This is an optimization exercise on Yosys and OpenROAD, whose aim is small area and a short achievable clock period, not a production implementation.
The RTL was checked by simulation tests, not by an equivalence proof against the original design.
The flow treats the clock pin as an ideal source, which a real chip does not have.
Power figures rest on the tool's default switching activity, not on a simulated workload.

==> design/flow/design.v <==
module reg_file_sb #(
  parameter int XLEN     = 32,
  parameter int NREGS    = 32,
  parameter int ZERO_REG = 1,
  parameter int ADDR_W   = $clog2(NREGS)
) (
  input  logic              clk,
  input  logic              rst,
  input  logic [ADDR_W-1:0] rs1,
  input  logic [ADDR_W-1:0] rs2,
  input  logic              read_reg_port1,
  input  logic              read_reg_port2,
  output logic [XLEN-1:0]   rs1_data,
  output logic [XLEN-1:0]   rs2_data,
  output logic              rs1_busy,
  output logic              rs2_busy,
  input  logic              issue_valid,
  input  logic [ADDR_W-1:0] issue_rd,
  input  logic              wb_signal,
  input  logic [ADDR_W-1:0] rd,
  input  logic [XLEN-1:0]   wb_data,
  output logic [ADDR_W:0]   busy_count
);
  localparam int LO = (ZERO_REG != 0) ? 1 : 0;
  logic [XLEN-1:0]  rdat  [NREGS];
  logic [NREGS-1:0] valid;
  logic [NREGS-1:0] busy;
  logic [ADDR_W:0]  count;
  logic [NREGS-1:0] wr_sel;
  logic [NREGS-1:0] iss_sel;
  logic [NREGS-1:0] rd1_sel;
  logic [NREGS-1:0] rd2_sel;
  logic             n_set;
  logic             n_clr;
  always_comb begin
    wr_sel  = '0;
    iss_sel = '0;
    rd1_sel = '0;
    rd2_sel = '0;
    for (int r = LO; r < NREGS; r++) begin
      wr_sel[r]  = wb_signal      && (rd       == ADDR_W'(r));
      iss_sel[r] = issue_valid    && (issue_rd == ADDR_W'(r));
      rd1_sel[r] = read_reg_port1 && (rs1      == ADDR_W'(r));
      rd2_sel[r] = read_reg_port2 && (rs2      == ADDR_W'(r));
    end
  end
  for (genvar r = 0; r < NREGS; r++) begin : g_reg
    if (r < LO) begin : g_zero
      assign rdat[r]  = {XLEN{1'b0}};
      assign valid[r] = 1'b0;
      assign busy[r]  = 1'b0;
    end else begin : g_store
      logic [XLEN-1:0] data;
      logic            vld;
      logic            bsy;
      always_ff @(posedge clk) begin
        if (wr_sel[r]) data <= wb_data;
      end
      always_ff @(posedge clk or posedge rst) begin
        if (rst) begin
          vld   <= 1'b0;
          bsy   <= 1'b0;
        end else begin
          vld   <= vld | wr_sel[r];
          bsy   <= iss_sel[r] | (bsy & ~wr_sel[r]);
        end
      end
      assign rdat[r]  = data;
      assign valid[r] = vld;
      assign busy[r]  = bsy;
    end
  end
  logic [NREGS-1:0] dat1_sel;
  logic [NREGS-1:0] dat2_sel;
  assign dat1_sel = rd1_sel & valid;
  assign dat2_sel = rd2_sel & valid;
  for (genvar b = 0; b < XLEN; b++) begin : g_rbit
    logic [NREGS-1:0] col;
    for (genvar r = 0; r < NREGS; r++) begin : g_col
      assign col[r] = rdat[r][b];
    end
    reg_file_sb_rdbit #(.N(NREGS - LO)) u_rd1 (
      .sel(dat1_sel[NREGS-1:LO]), .d(col[NREGS-1:LO]), .o(rs1_data[b]));
    reg_file_sb_rdbit #(.N(NREGS - LO)) u_rd2 (
      .sel(dat2_sel[NREGS-1:LO]), .d(col[NREGS-1:LO]), .o(rs2_data[b]));
  end
  assign rs1_busy = |(rd1_sel & busy);
  assign rs2_busy = |(rd2_sel & busy);
  always_comb begin
    n_set = |(iss_sel & ~busy);
    n_clr = |(wr_sel & ~iss_sel & busy);
  end
  always_ff @(posedge clk or posedge rst) begin
    if (rst) count <= '0;
    else     count <= count + {{ADDR_W{1'b0}}, n_set} - {{ADDR_W{1'b0}}, n_clr};
  end
  assign busy_count = count;
endmodule
module reg_file_sb_rdbit #(
  parameter int N = 32
) (
  input  logic [N-1:0] sel,
  input  logic [N-1:0] d,
  output logic         o
);
  localparam int NG = (N + 2) / 3;
  logic [3*NG-1:0] s;
  logic [3*NG-1:0] x;
  logic [NG-1:0]   y;
  assign s = {{(3*NG-N){1'b0}}, sel};
  assign x = {{(3*NG-N){1'b0}}, d};
  for (genvar g = 0; g < NG; g++) begin : g_grp
    if (3*g + 2 < N) begin : g_3
      reg_file_sb_aoi222 u_aoi (
        .a0(s[3*g]), .b0(x[3*g]), .a1(s[3*g+1]), .b1(x[3*g+1]),
        .a2(s[3*g+2]), .b2(x[3*g+2]), .y(y[g]));
    end else begin : g_rest
      assign y[g] = ~|(s[3*g +: 3] & x[3*g +: 3]);
    end
  end
  assign o = ~&y;
endmodule
module reg_file_sb_aoi222 (
  input  logic a0, b0, a1, b1, a2, b2,
  output logic y
);
  assign y = ~((a0 & b0) | (a1 & b1) | (a2 & b2));
endmodule
==> design/flow/flow/run.sh <==
#!/bin/bash
# Standard ORFS layout (the standard.sh) with three changes:
#  - port buffers are buf_2 instead of the library's default pick (the
#    timing repair after clock tree synthesis sizes up the ones on slow
#    paths);
#  - the clock tree uses clkbuf_4 in clusters of up to 8 sinks within
#    30 um, without dummy loads;
#  - after clock tree synthesis, flow/post_cts.tcl recovers area on gates
#    with slack to spare and sizes up gates on the slowest paths.
# The make output goes to standard.log; ORFS keeps each step's log under
# orfs/logs/.
set -euo pipefail
here=$(pwd)
export BUFFER_PORTS_ARGS="-buffer_cell sky130_fd_sc_hd__buf_2"
export CTS_ARGS="-sink_clustering_enable -repair_clock_nets -buf_list sky130_fd_sc_hd__clkbuf_4 -sink_clustering_size 8 -sink_clustering_max_diameter 30 -dont_use_dummy_load"
export POST_CTS_TCL="$here/flow/post_cts.tcl"
bash standard.sh finish > standard.log 2>&1
==> design/flow/flow/post_cts.tcl <==
# After clock tree synthesis and its standard timing repair:
#  1. downsize gates that have slack to spare (area recovery);
#  2. size up gates on the slowest paths (no buffering), aiming at 15 ns of
#     setup slack so the port-to-port read paths get the upsizing;
#  3. legalise the placement again.
estimate_parasitics -placement
repair_timing -recover_power 100 -verbose
estimate_parasitics -placement
repair_timing -setup -setup_margin 15 -sequence "sizeup,swap" -skip_last_gasp -verbose
detailed_placement
estimate_parasitics -placement
==> design/flow/standard.sh <==
#!/bin/bash
# synth_recipe.tcl (not shown) runs the flow's synth.tcl, then flattens the netlist and writes it again
# the make line also repeats each setting of config.mk as NAME=value (left out here)
make -C /OpenROAD-flow-scripts/flow DESIGN_CONFIG=/design/flow/config.mk WORK_HOME=/design/flow/orfs CLKGATE_MAP_FILE= SYNTH_SCRIPT=/design/flow/synth_recipe.tcl "${@:-finish}"
==> design/flow/config.mk <==
export PLATFORM = sky130hd
export DESIGN_NAME = reg_file_sb
export DESIGN_NICKNAME = reg_file_sb
export VERILOG_FILES = /design/flow/design.v
export SDC_FILE = /design/flow/constraint.sdc
export NUM_CORES = 4
export LEC_CHECK = 0
export CAP_MARGIN = 20
export CORE_MARGIN = 2
export CORE_UTILIZATION = 40
export PLACE_DENSITY = 0.75
export SLEW_MARGIN = 20
export SYNTH_HIERARCHICAL = 1
export SYNTH_MINIMUM_KEEP_SIZE = 0
==> design/flow/constraint.sdc <==
create_clock -name core_clock -period 28.0 [get_ports {clk}]
set_input_delay 5.6000 -clock core_clock [delete_from_list [all_inputs] [get_ports {clk}]]
set_output_delay 5.6000 -clock core_clock [all_outputs]
set_load 0.01 [all_outputs]
==> results of run 1 <==
==> cell usage in the layout (no fill, tap or decap), drive strengths merged, types with 22 or more instances in the layout <==
cell type | netlist | final
nor2 | 22 | 22
clkbuf | 33 | 272
o21ai | 64 | 64
and3 | 62 | 62
a2111o | 64 | 64
dfrtp | 68 | 68
a222oi | 642 | 642
nand4 | 136 | 136
nand2b | 23 | 23
edfxtp | 992 | 992
nand2 | 113 | 113
buf | 15 | 80
==> area by class of cell <==
class / count / area share [%]
multi-input cells: 1312 / 24.0
inverters: 27 / 0.237
flip-flops and latches: 1060 / 66.2
diodes: 12 / 0.0631
repair buffers: 172 / 2.98
well taps: 1391 / 3.66
clock buffers: 180 / 2.84
==> kinds of logic after synthesis <==
kind of cell | count (synthesis) | share of synthesized area (%)
XOR/XNOR | 5 | 0.102
AO/OA/AOI/OAI | 845 | 18.9
buffers and inverters | 75 | 0.735
flip-flops | 1060 | 73.7
multiplexers | 8 | 0.226
adder cells (fa/ha/maj) | 7 | 0.223
AND/OR/NAND/NOR | 447 | 6.10
==> metrics by stage <==
step	hold slack [ns]	worst slack, ns	power, mW	area [sq um]	utilization (%)
after detailed placement	0.458	13.97	2.04	45200	42.8
final	0.499	14.39	2.82	47600	45.1
after floorplan	0.440	14.88	1.94	42700	-
after global placement	0.454	14.05	2.04	45200	42.8
after global routing	0.517	14.45	2.90	47600	45.1
==> Yosys cell counts (5+ instances only) <==
| cell type | count |
|---|---|
| sky130_fd_sc_hd__o2111ai_1 | 17 |
| sky130_fd_sc_hd__o21ai_0 | 59 |
| sky130_fd_sc_hd__a222oi_1 | 642 |
| sky130_fd_sc_hd__a2111o_1 | 64 |
| sky130_fd_sc_hd__and4bb_2 | 6 |
| sky130_fd_sc_hd__nor3_1 | 18 |
| sky130_fd_sc_hd__or2_2 | 14 |
| sky130_fd_sc_hd__nand2b_1 | 23 |
| sky130_fd_sc_hd__nand4_1 | 136 |
| sky130_fd_sc_hd__and4b_1 | 11 |
| sky130_fd_sc_hd__dfrtp_1 | 68 |
| sky130_fd_sc_hd__a22oi_1 | 13 |
| sky130_fd_sc_hd__nor2b_1 | 7 |
| sky130_fd_sc_hd__ha_1 | 6 |
| sky130_fd_sc_hd__edfxtp_1 | 992 |
| sky130_fd_sc_hd__clkbuf_1 | 33 |
| sky130_fd_sc_hd__nor2_1 | 22 |
| sky130_fd_sc_hd__and3_1 | 62 |
| sky130_fd_sc_hd__nand2_1 | 113 |
| sky130_fd_sc_hd__a221oi_1 | 5 |
| sky130_fd_sc_hd__inv_1 | 27 |
| sky130_fd_sc_hd__nand4b_1 | 6 |
| sky130_fd_sc_hd__buf_2 | 11 |
| sky130_fd_sc_hd__a21oi_1 | 12 |
==> sequential cells by signal, summed over array words and instances, names as in the netlist <==
name and count:
count 6, g.g_store.vld 31, g.g_store.data 992, g.g_store.bsy 31
==> metal layers <==
layer | GRT usage (%) | share of wire [%] | wire length (um)
met1 | 34.2 | 32 | 49400
met2 | 39.8 | 43 | 66400
met3 | 11.6 | 19 | 29700
met4 | 16.2 | 5.9 | 9130
met5 | 0.261 | 0.087 | 135
==> modules after synthesis, one instance, submodules excluded, a selection <==
module | flops+latches | cells | times used | area [sq um]
reg_file_sb_aoi222 | 0 | 1 | 640 | 10.0
reg_file_sb | 1060 | 1551 | 1 | 34600
==> power groups by stage <==
stage               registers, mW  clock network [mW]  logic, mW
detailed placement           1.85                   0      0.190
global route                 1.83               0.861      0.217
global placement             1.85                   0      0.185
floorplan                    1.83                   0      0.106
finish                       1.82               0.795      0.203
==> worst paths after layout <==
path	startpoint	to	slack, ns	depth (start not counted)
setup / recovery	rs2[0]	rs2_data[17]	14.39	7
hold / removal	g_reg[15].g_store.vld	g_reg[15].g_store.vld	0.50	1
setup reg to reg	g_reg[4].g_store.bsy	count[5]	25.09	13
hold reg to reg	g_reg[15].g_store.vld	g_reg[15].g_store.vld	0.50	1
max in group asynchronous	rst	g_reg[30].g_store.bsy	22.78	4
min in group asynchronous	rst	g_reg[9].g_store.bsy	4.60	3
==> critical path, stage by stage <==
cell and delay [ns]:
sky130_fd_sc_hd__buf_12 0.12, sky130_fd_sc_hd__nor4b_4 0.56, sky130_fd_sc_hd__and3_4 0.75, sky130_fd_sc_hd__a222oi_1 0.23
sky130_fd_sc_hd__nand2_1 0.16, sky130_fd_sc_hd__a2111o_1 0.37, sky130_fd_sc_hd__buf_2 0.21
==> results.sh, run 1 <==
export IMPL_run_status="no timing/DRC/antenna violations"
export IMPL_mappedNetlistNets=2512
export IMPL_net_switching_power_uw=682
export IMPL_timing_final_setup_violations=0
export IMPL_top_level_ports=130
export IMPL_slew_limit_headroom_pct=17.2
export IMPL_timing_hold_violations_final=0
export IMPL_critPathKind="input port to output port"
export IMPL_grt_antenna_before_repair=15
export IMPL_rows=119
export IMPL_slew_violations=0
export IMPL_final_layout_size_suffix_gt1_share_pct=16.6
export IMPL_largest_net_degree_at_the_start_of_global_routing=69
export IMPL_core_footprint_sq_um=106000
export IMPL_synth_async_sr_flop_share_pct=6.42
export IMPL_viasPerCell=7.88
export IMPL_synth_ff_type="sky130_fd_sc_hd__edfxtp_1"
export IMPL_dr_pass1_iters=22
export IMPL_dr_total_vias=32700
export IMPL_finalWirelength_um=155000
export IMPL_globalRouteTotalUtil_pct=27.4
export IMPL_num_fill_cells=8904
export IMPL_crit_arrival_ns=8.01
export IMPL_grt_pass1_wl_um=215000
export IMPL_cell_internal_pwr_mw=2.14
export IMPL_yosys_top_cells_area="sky130_fd_sc_hd__edfxtp_1 (70%), sky130_fd_sc_hd__a222oi_1 (15%), sky130_fd_sc_hd__dfrtp_1 (4.0%), sky130_fd_sc_hd__nand4_1 (2.0%), sky130_fd_sc_hd__a2111o_1 (1.7%)"
export IMPL_drc=0
export IMPL_holdCritPathClass="flip-flop to flip-flop"
export IMPL_post_place_cells=3937
export IMPL_synth_warning_count=8
export IMPL_area_sequential_sq_um=31500
export IMPL_static_leakage_power_nw=15.2
export IMPL_worst_skew_pair_late_latency_ns=1.04
export IMPL_synth_cells=2447
export IMPL_fin_nets=2818
export IMPL_pwr_share_clk_pct=28.2
export IMPL_synthesis_area_sq_um=42700
export IMPL_via_count_of_the_first_global_routing_pass=31900
export IMPL_switching_share_of_total_power_pct=24.2
export IMPL_worstSetupStartpointType="input port"
export IMPL_combined_area_of_the_multi_input_logic_cells_sq_um=11400
export IMPL_ys_types=69
export IMPL_synth_top_cell_area_share_pct=69.7
export IMPL_final_cell_count_no_fill=4154
export IMPL_gp_congestion=0.918
export IMPL_clk_pin_slew_worst_paths_ns=0.06
export IMPL_syn_mean_instance_area_sq_um=17.5
export IMPL_rsz0062_at_grt="no"
export IMPL_cap_violations=0
export IMPL_power_frac_seq_pct=64.6
export IMPL_cts_sinks=1060
export IMPL_timing_fmax_ghz=0.0735
export IMPL_grt_overflow=0
export IMPL_worst_setup_path_end_kind="output port"
export IMPL_fin_tns_setup_ns=0
export IMPL_dpl_hpwl_um=81100
export IMPL_tritoncts_clock_tree="done"
export IMPL_part_of_the_cycle_the_worst_path_needs_pct=48.6
export IMPL_floorplan_die_height_um=331
export IMPL_power_density_nw_per_um2=59.3
export IMPL_port_buffer_count=129
export IMPL_average_wire_per_standard_cell_um=37.2
export IMPL_areaGrowthSynthToFinish_pct=11.4
export IMPL_timing_clock_skew_ns=0.0583
export IMPL_synth_ff_latch_count=1060
export IMPL_drt_initial_drc_count=9475
export IMPL_critPathRequiredTime_ns=22.40
export IMPL_final_antenna_net_count=0
export IMPL_floorplan_initialDensity_pct=40.5
export IMPL_synth_top_cell_by_area="sky130_fd_sc_hd__edfxtp_1"
export IMPL_die_area_sq_um=109000
export IMPL_synth_edf_count=992
export IMPL_max_slew_worst_pin_slew_ns=1.22
export IMPL_max_vdd_drop_mv=0.0501
export IMPL_dieWidth_um=331
export IMPL_yosysSeqAreaShare_pct=73.7
export IMPL_timing_final_crit_period_ns=13.61
export IMPL_worstPathMaxFanout=32
export IMPL_p_comb_share_pct=7.2
==> run 2: changes to the inputs <==
--- a/design/flow/design.v
+++ b/design/flow/design.v
@@ -72,8 +72,10 @@
   end
   logic [NREGS-1:0] dat1_sel;
   logic [NREGS-1:0] dat2_sel;
-  assign dat1_sel = rd1_sel & valid;
-  assign dat2_sel = rd2_sel & valid;
+  reg_file_sb_rdsel #(.NREGS(NREGS), .LO(LO), .ADDR_W(ADDR_W)) u_sel1 (
+    .en(read_reg_port1), .addr(rs1), .valid(valid), .dsel(dat1_sel));
+  reg_file_sb_rdsel #(.NREGS(NREGS), .LO(LO), .ADDR_W(ADDR_W)) u_sel2 (
+    .en(read_reg_port2), .addr(rs2), .valid(valid), .dsel(dat2_sel));
   for (genvar b = 0; b < XLEN; b++) begin : g_rbit
     logic [NREGS-1:0] col;
     for (genvar r = 0; r < NREGS; r++) begin : g_col
@@ -96,29 +98,108 @@
   end
   assign busy_count = count;
 endmodule
+module reg_file_sb_rdsel #(
+  parameter int NREGS  = 32,
+  parameter int LO     = 1,
+  parameter int ADDR_W = 5
+) (
+  input  logic              en,
+  input  logic [ADDR_W-1:0] addr,
+  input  logic [NREGS-1:0]  valid,
+  output logic [NREGS-1:0]  dsel
+);
+  localparam int AL = ADDR_W / 2;
+  localparam int AH = ADDR_W - AL;
+  logic [(1<<AL)-1:0] pa;
+  logic [(1<<AH)-1:0] pb;
+  reg_file_sb_predec    #(.W(AL)) u_pa (.en(en), .a(addr[AL-1:0]), .y(pa));
+  reg_file_sb_predec_ne #(.W(AH)) u_pb (.a(addr[ADDR_W-1:AL]), .y(pb));
+  for (genvar r = 0; r < NREGS; r++) begin : g_r
+    if (r < LO) begin : g_zero
+      assign dsel[r] = 1'b0;
+    end else begin : g_dec
+      reg_file_sb_and #(.W(3)) u_d (
+        .a({pa[r % (1<<AL)], pb[r >> AL], valid[r]}), .y(dsel[r]));
+    end
+  end
+endmodule
+module reg_file_sb_predec #(
+  parameter int W = 2
+) (
+  input  logic              en,
+  input  logic [W-1:0]      a,
+  output logic [(1<<W)-1:0] y
+);
+  logic [W-1:0] a_n;
+  assign a_n = ~a;
+  for (genvar i = 0; i < (1<<W); i++) begin : g_i
+    logic [W:0] lit;
+    assign lit[W] = en;
+    for (genvar k = 0; k < W; k++) begin : g_k
+      assign lit[k] = ((i >> k) & 1) ? a[k] : a_n[k];
+    end
+    reg_file_sb_and #(.W(W + 1)) u_and (.a(lit), .y(y[i]));
+  end
+endmodule
+module reg_file_sb_predec_ne #(
+  parameter int W = 3
+) (
+  input  logic [W-1:0]      a,
+  output logic [(1<<W)-1:0] y
+);
+  logic [W-1:0] a_n;
+  assign a_n = ~a;
+  for (genvar i = 0; i < (1<<W); i++) begin : g_i
+    logic [W-1:0] lit;
+    for (genvar k = 0; k < W; k++) begin : g_k
+      assign lit[k] = ((i >> k) & 1) ? a[k] : a_n[k];
+    end
+    reg_file_sb_and #(.W(W)) u_and (.a(lit), .y(y[i]));
+  end
+endmodule
+module reg_file_sb_and #(
+  parameter int W = 3
+) (
+  input  logic [W-1:0] a,
+  output logic         y
+);
+  assign y = &a;
+endmodule
 module reg_file_sb_rdbit #(
-  parameter int N = 32
+  parameter int N = 31
 ) (
   input  logic [N-1:0] sel,
   input  logic [N-1:0] d,
   output logic         o
 );
-  localparam int NG = (N + 2) / 3;
+  localparam int NG = (N + 2) / 3;       
+  localparam int NP = (NG + 2) / 3;      
+  localparam int NR = (NP + 1) / 2;      
   logic [3*NG-1:0] s;
   logic [3*NG-1:0] x;
-  logic [NG-1:0]   y;
+  logic [NG-1:0]   y_n;
+  logic [NP-1:0]   p;
+  logic [NR-1:0]   q_n;
   assign s = {{(3*NG-N){1'b0}}, sel};
   assign x = {{(3*NG-N){1'b0}}, d};
   for (genvar g = 0; g < NG; g++) begin : g_grp
     if (3*g + 2 < N) begin : g_3
       reg_file_sb_aoi222 u_aoi (
         .a0(s[3*g]), .b0(x[3*g]), .a1(s[3*g+1]), .b1(x[3*g+1]),
-        .a2(s[3*g+2]), .b2(x[3*g+2]), .y(y[g]));
+        .a2(s[3*g+2]), .b2(x[3*g+2]), .y(y_n[g]));
     end else begin : g_rest
-      assign y[g] = ~|(s[3*g +: 3] & x[3*g +: 3]);
-    end
-  end
-  assign o = ~&y;
+      assign y_n[g] = ~|(s[3*g +: 3] & x[3*g +: 3]);
+    end
+  end
+  for (genvar k = 0; k < NP; k++) begin : g_trip
+    localparam int W = (NG - 3*k < 3) ? NG - 3*k : 3;
+    reg_file_sb_nand #(.W(W)) u_p (.a(y_n[3*k +: W]), .y(p[k]));
+  end
+  for (genvar k = 0; k < NR; k++) begin : g_pair
+    localparam int W = (NP - 2*k < 2) ? NP - 2*k : 2;
+    reg_file_sb_nor #(.W(W)) u_q (.a(p[2*k +: W]), .y(q_n[k]));
+  end
+  reg_file_sb_nand #(.W(NR)) u_o (.a(q_n), .y(o));
 endmodule
 module reg_file_sb_aoi222 (
   input  logic a0, b0, a1, b1, a2, b2,
@@ -126,3 +207,19 @@
 );
   assign y = ~((a0 & b0) | (a1 & b1) | (a2 & b2));
 endmodule
+module reg_file_sb_nor #(
+  parameter int W = 3
+) (
+  input  logic [W-1:0] a,
+  output logic         y
+);
+  assign y = ~|a;
+endmodule
+module reg_file_sb_nand #(
+  parameter int W = 2
+) (
+  input  logic [W-1:0] a,
+  output logic         y
+);
+  assign y = ~&a;
+endmodule
==> design/flow/flow/run.sh (replaced) <==
#!/bin/bash
# Standard ORFS layout (the standard.sh) with three changes:
#  - port buffers are buf_2 instead of the library's default pick (the
#    timing repair after clock tree synthesis sizes up the ones on slow
#    paths);
#  - the clock tree uses clkbuf_4 in clusters of up to 10 sinks within
#    40 um, without dummy loads;
#  - after clock tree synthesis, flow/post_cts.tcl recovers area on gates
#    with slack to spare and sizes up gates on the slowest paths.
# The make output goes to standard.log; ORFS keeps each step's log under
# orfs/logs/.
set -euo pipefail
here=$(pwd)
export BUFFER_PORTS_ARGS="-buffer_cell sky130_fd_sc_hd__buf_2"
export CTS_ARGS="-sink_clustering_enable -repair_clock_nets -buf_list sky130_fd_sc_hd__clkbuf_4 -sink_clustering_size 10 -sink_clustering_max_diameter 40 -dont_use_dummy_load"
export POST_CTS_TCL="$here/flow/post_cts.tcl"
bash standard.sh finish > standard.log 2>&1
--- a/design/flow/config.mk
+++ b/design/flow/config.mk
@@ -8,7 +8,6 @@
 export CAP_MARGIN = 20
 export CORE_MARGIN = 2
 export CORE_UTILIZATION = 40
-export PLACE_DENSITY = 0.75
 export SLEW_MARGIN = 20
 export SYNTH_HIERARCHICAL = 1
 export SYNTH_MINIMUM_KEEP_SIZE = 0
==> results.sh, run 2 <==
export IMPL_timing_final_ws_setup_ns=14.72
export IMPL_worstSetupStartpointType="input port"
export IMPL_die_area_sq_um=111000
export IMPL_fin_nets=3114
export IMPL_clk_pin_slew_worst_paths_ns=0.04
export IMPL_floorplan_die_height_um=333
export IMPL_fin_tns_setup_ns=0
export IMPL_power_density_nw_per_um2=56.6
export IMPL_dpl_hpwl_um=87100
export IMPL_part_of_the_cycle_the_worst_path_needs_pct=47.4
export IMPL_placement_stage_worst_setup_slack_ns=14.05
export IMPL_finalWirelength_um=161000
export IMPL_viasPerCell=7.39
export IMPL_synth_warning_count=8
export IMPL_port_buffer_count=129
export IMPL_synthesis_area_sq_um=43200
export IMPL_core_footprint_sq_um=107000
export IMPL_worstPathMaxFanout=32
export IMPL_areaGrowthSynthToFinish_pct=13.8
export IMPL_final_antenna_net_count=0
export IMPL_crit_arrival_ns=7.68
export IMPL_timing_clock_skew_ns=0.0514
export IMPL_cts_sinks=1060
export IMPL_dr_pass1_iters=11
export IMPL_max_vdd_drop_mv=0.0375
export IMPL_top_register="g.g_store.data"
export IMPL_detailed_place_area_sq_um=46100
export IMPL_cap_violations=0
export IMPL_globalRouteTotalUtil_pct=28.1
export IMPL_drc=0
export IMPL_timing_final_crit_period_ns=13.28
export IMPL_fin_total_pwr_mw=2.78
export IMPL_drt_initial_drc_count=7691
export IMPL_syn_mean_instance_area_sq_um=15.8
export IMPL_slew_violations=0
export IMPL_average_wire_per_standard_cell_um=36.1
export IMPL_timing_fmax_ghz=0.0753
export IMPL_timing_final_setup_violations=0
export IMPL_gp_congestion=0.903
export IMPL_rsz0062_at_grt="no"
export IMPL_largestRegisters="g.g_store.data: 992 flops, g.g_store.bsy: 31 flops, g.g_store.vld: 31 flops"
export IMPL_largest_net_degree_at_the_start_of_global_routing=69
export IMPL_top_level_ports=130
export IMPL_max_slew_worst_pin_slew_ns=1.02
export IMPL_rows=120
export IMPL_dr_total_vias=32900
export IMPL_mappedNetlistNets=2792
export IMPL_grt_antenna_before_repair=3
export IMPL_layout_cells_most_common="sky130_fd_sc_hd__edfxtp_1"
export IMPL_critPathRequiredTime_ns=22.40
export IMPL_holdCritPathClass="flip-flop to flip-flop"
export IMPL_worst_setup_path_end_kind="output port"
export IMPL_static_leakage_power_nw=16.2
export IMPL_floorplan_initialDensity_pct=40.3
export IMPL_grt_pass1_wl_um=224000
export IMPL_grt_overflow=0
export IMPL_layout_common_cells="sky130_fd_sc_hd__edfxtp_1 (992), sky130_fd_sc_hd__a222oi_1 (641), sky130_fd_sc_hd__nand2_1 (205)"
export IMPL_slew_limit_headroom_pct=32.0
export IMPL_worst_skew_pair_late_latency_ns=0.97
export IMPL_number_of_flip_flops_under_the_largest_register_name=992
export IMPL_fin_hold_ws_ns=0.507
export IMPL_synth_cells=2727
export IMPL_tritoncts_clock_tree="done"
export IMPL_via_count_of_the_first_global_routing_pass=32100
export IMPL_final_layout_size_suffix_gt1_share_pct=18.2
export IMPL_dieWidth_um=333
export IMPL_critPathKind="input port to output port"
export IMPL_run_status="no timing/DRC/antenna violations"
export IMPL_timing_hold_violations_final=0
export IMPL_final_design_area_no_fill_sq_um=49100
[run 2: cell types whose count changed in the layout (fill, tap and decap cells not counted), sizes merged, moves of 18 or more]
cell,before,now
nand3,3,195
nor2,22,154
nand4,136,5
nand2,113,238
a2111o,64,0
and3,62,89
buf,80,104
clkbuf,272,254
[run 2: metrics by stage]
step	util, %	std cells
global placement	43.0	4286
detailed placement	43.0	4286
finish	45.9	4453
global route	45.9	4452
floorplan	-	2727
[run 2: per-layer routing]
metal | up-vias | part of all wire (%) | track usage, %
met4 | 2 | 4.6 | 13.0
met5 | - | 0.0062 | 0
met2 | 2950 | 44 | 42.6
li1 | 13100 | - | -
met3 | 539 | 15 | 8.37
met1 | 16400 | 36 | 37.1
[run 2: final cells by class]
cell class                 instances  area, sq um
timing repair buffer             213         2160
multi-input combinational       1588        12500
fill                            9249        57900
sequential                      1060        31500
clock buffer                     145         1090
inverter                          41          169
tap                             1403         1760
antenna                            3         7.51
[run 2: final timing paths]
path / cells past startpoint / start / endpoint / slack [ns]
hold reg to reg: 1 / g_reg[13].g_store.vld / g_reg[13].g_store.vld / 0.51
setup / recovery: 10 / rs2[2] / rs2_data[27] / 14.72
hold / removal: 1 / g_reg[13].g_store.vld / g_reg[13].g_store.vld / 0.51
max in group asynchronous: 4 / rst / g_reg[13].g_store.vld / 22.71
min in group asynchronous: 3 / rst / g_reg[7].g_store.bsy / 4.67
setup reg to reg: 12 / g_reg[22].g_store.bsy / count[5] / 24.82
[run 2: power by group]
group | total, mW | internal [mW] | switching (mW) | leakage [nW]
sequential | 1.82 | 1.77 | 0.0458 | 9.74
clock | 0.729 | 0.238 | 0.491 | 0.667
combinational | 0.232 | 0.0802 | 0.151 | 5.77
total | 2.78 | 2.09 | 0.688 | 16.2
[run 2: worst max-delay path, cell delays in order]
cell and delay (ns):
sky130_fd_sc_hd__buf_16 0.14, sky130_fd_sc_hd__inv_6 0.04, sky130_fd_sc_hd__and3_1 0.23, sky130_fd_sc_hd__and3_1 0.20
sky130_fd_sc_hd__buf_12 0.19, sky130_fd_sc_hd__a222oi_1 0.37, sky130_fd_sc_hd__nand3_1 0.29, sky130_fd_sc_hd__nor2_4 0.34
sky130_fd_sc_hd__nand2_2 0.11, sky130_fd_sc_hd__clkbuf_2 0.14

[separate check: timing with driven ports]
In the flow no input, the clock included, has a driving cell. The finished layouts below were timed again as built, in two steps. Step 1 sets driving cells, clkbuf_16 on the clock port and buf_2 on the other inputs (assumed; they add their load-dependent delay and slew). Step 2, shift: input delay + t, output delay - t, t = (earliest + latest rising clock arrival at the registers) / 2. This alone moves slack from input paths to output paths. Three values: ideal ports, drivers, drivers and shift; two values: the first two.
run	t, ns	setup WS [ns]	hold WS [ns]	worst setup path after step 2	worst register clock-pin slew, ns
run 1	1.078	14.389 / 14.320 / 14.320	0.499 / 0.499 / 0.499	input to output	0.09 / 0.09
run 2	1.090	14.721 / 14.620 / 14.620	0.507 / 0.507 / 0.507	input to output	0.11 / 0.11
After both steps every run listed still meets setup and hold. The setup slack of run 2, which loses most, moves by -0.101 ns with the drivers and by -0.101 ns with both steps.
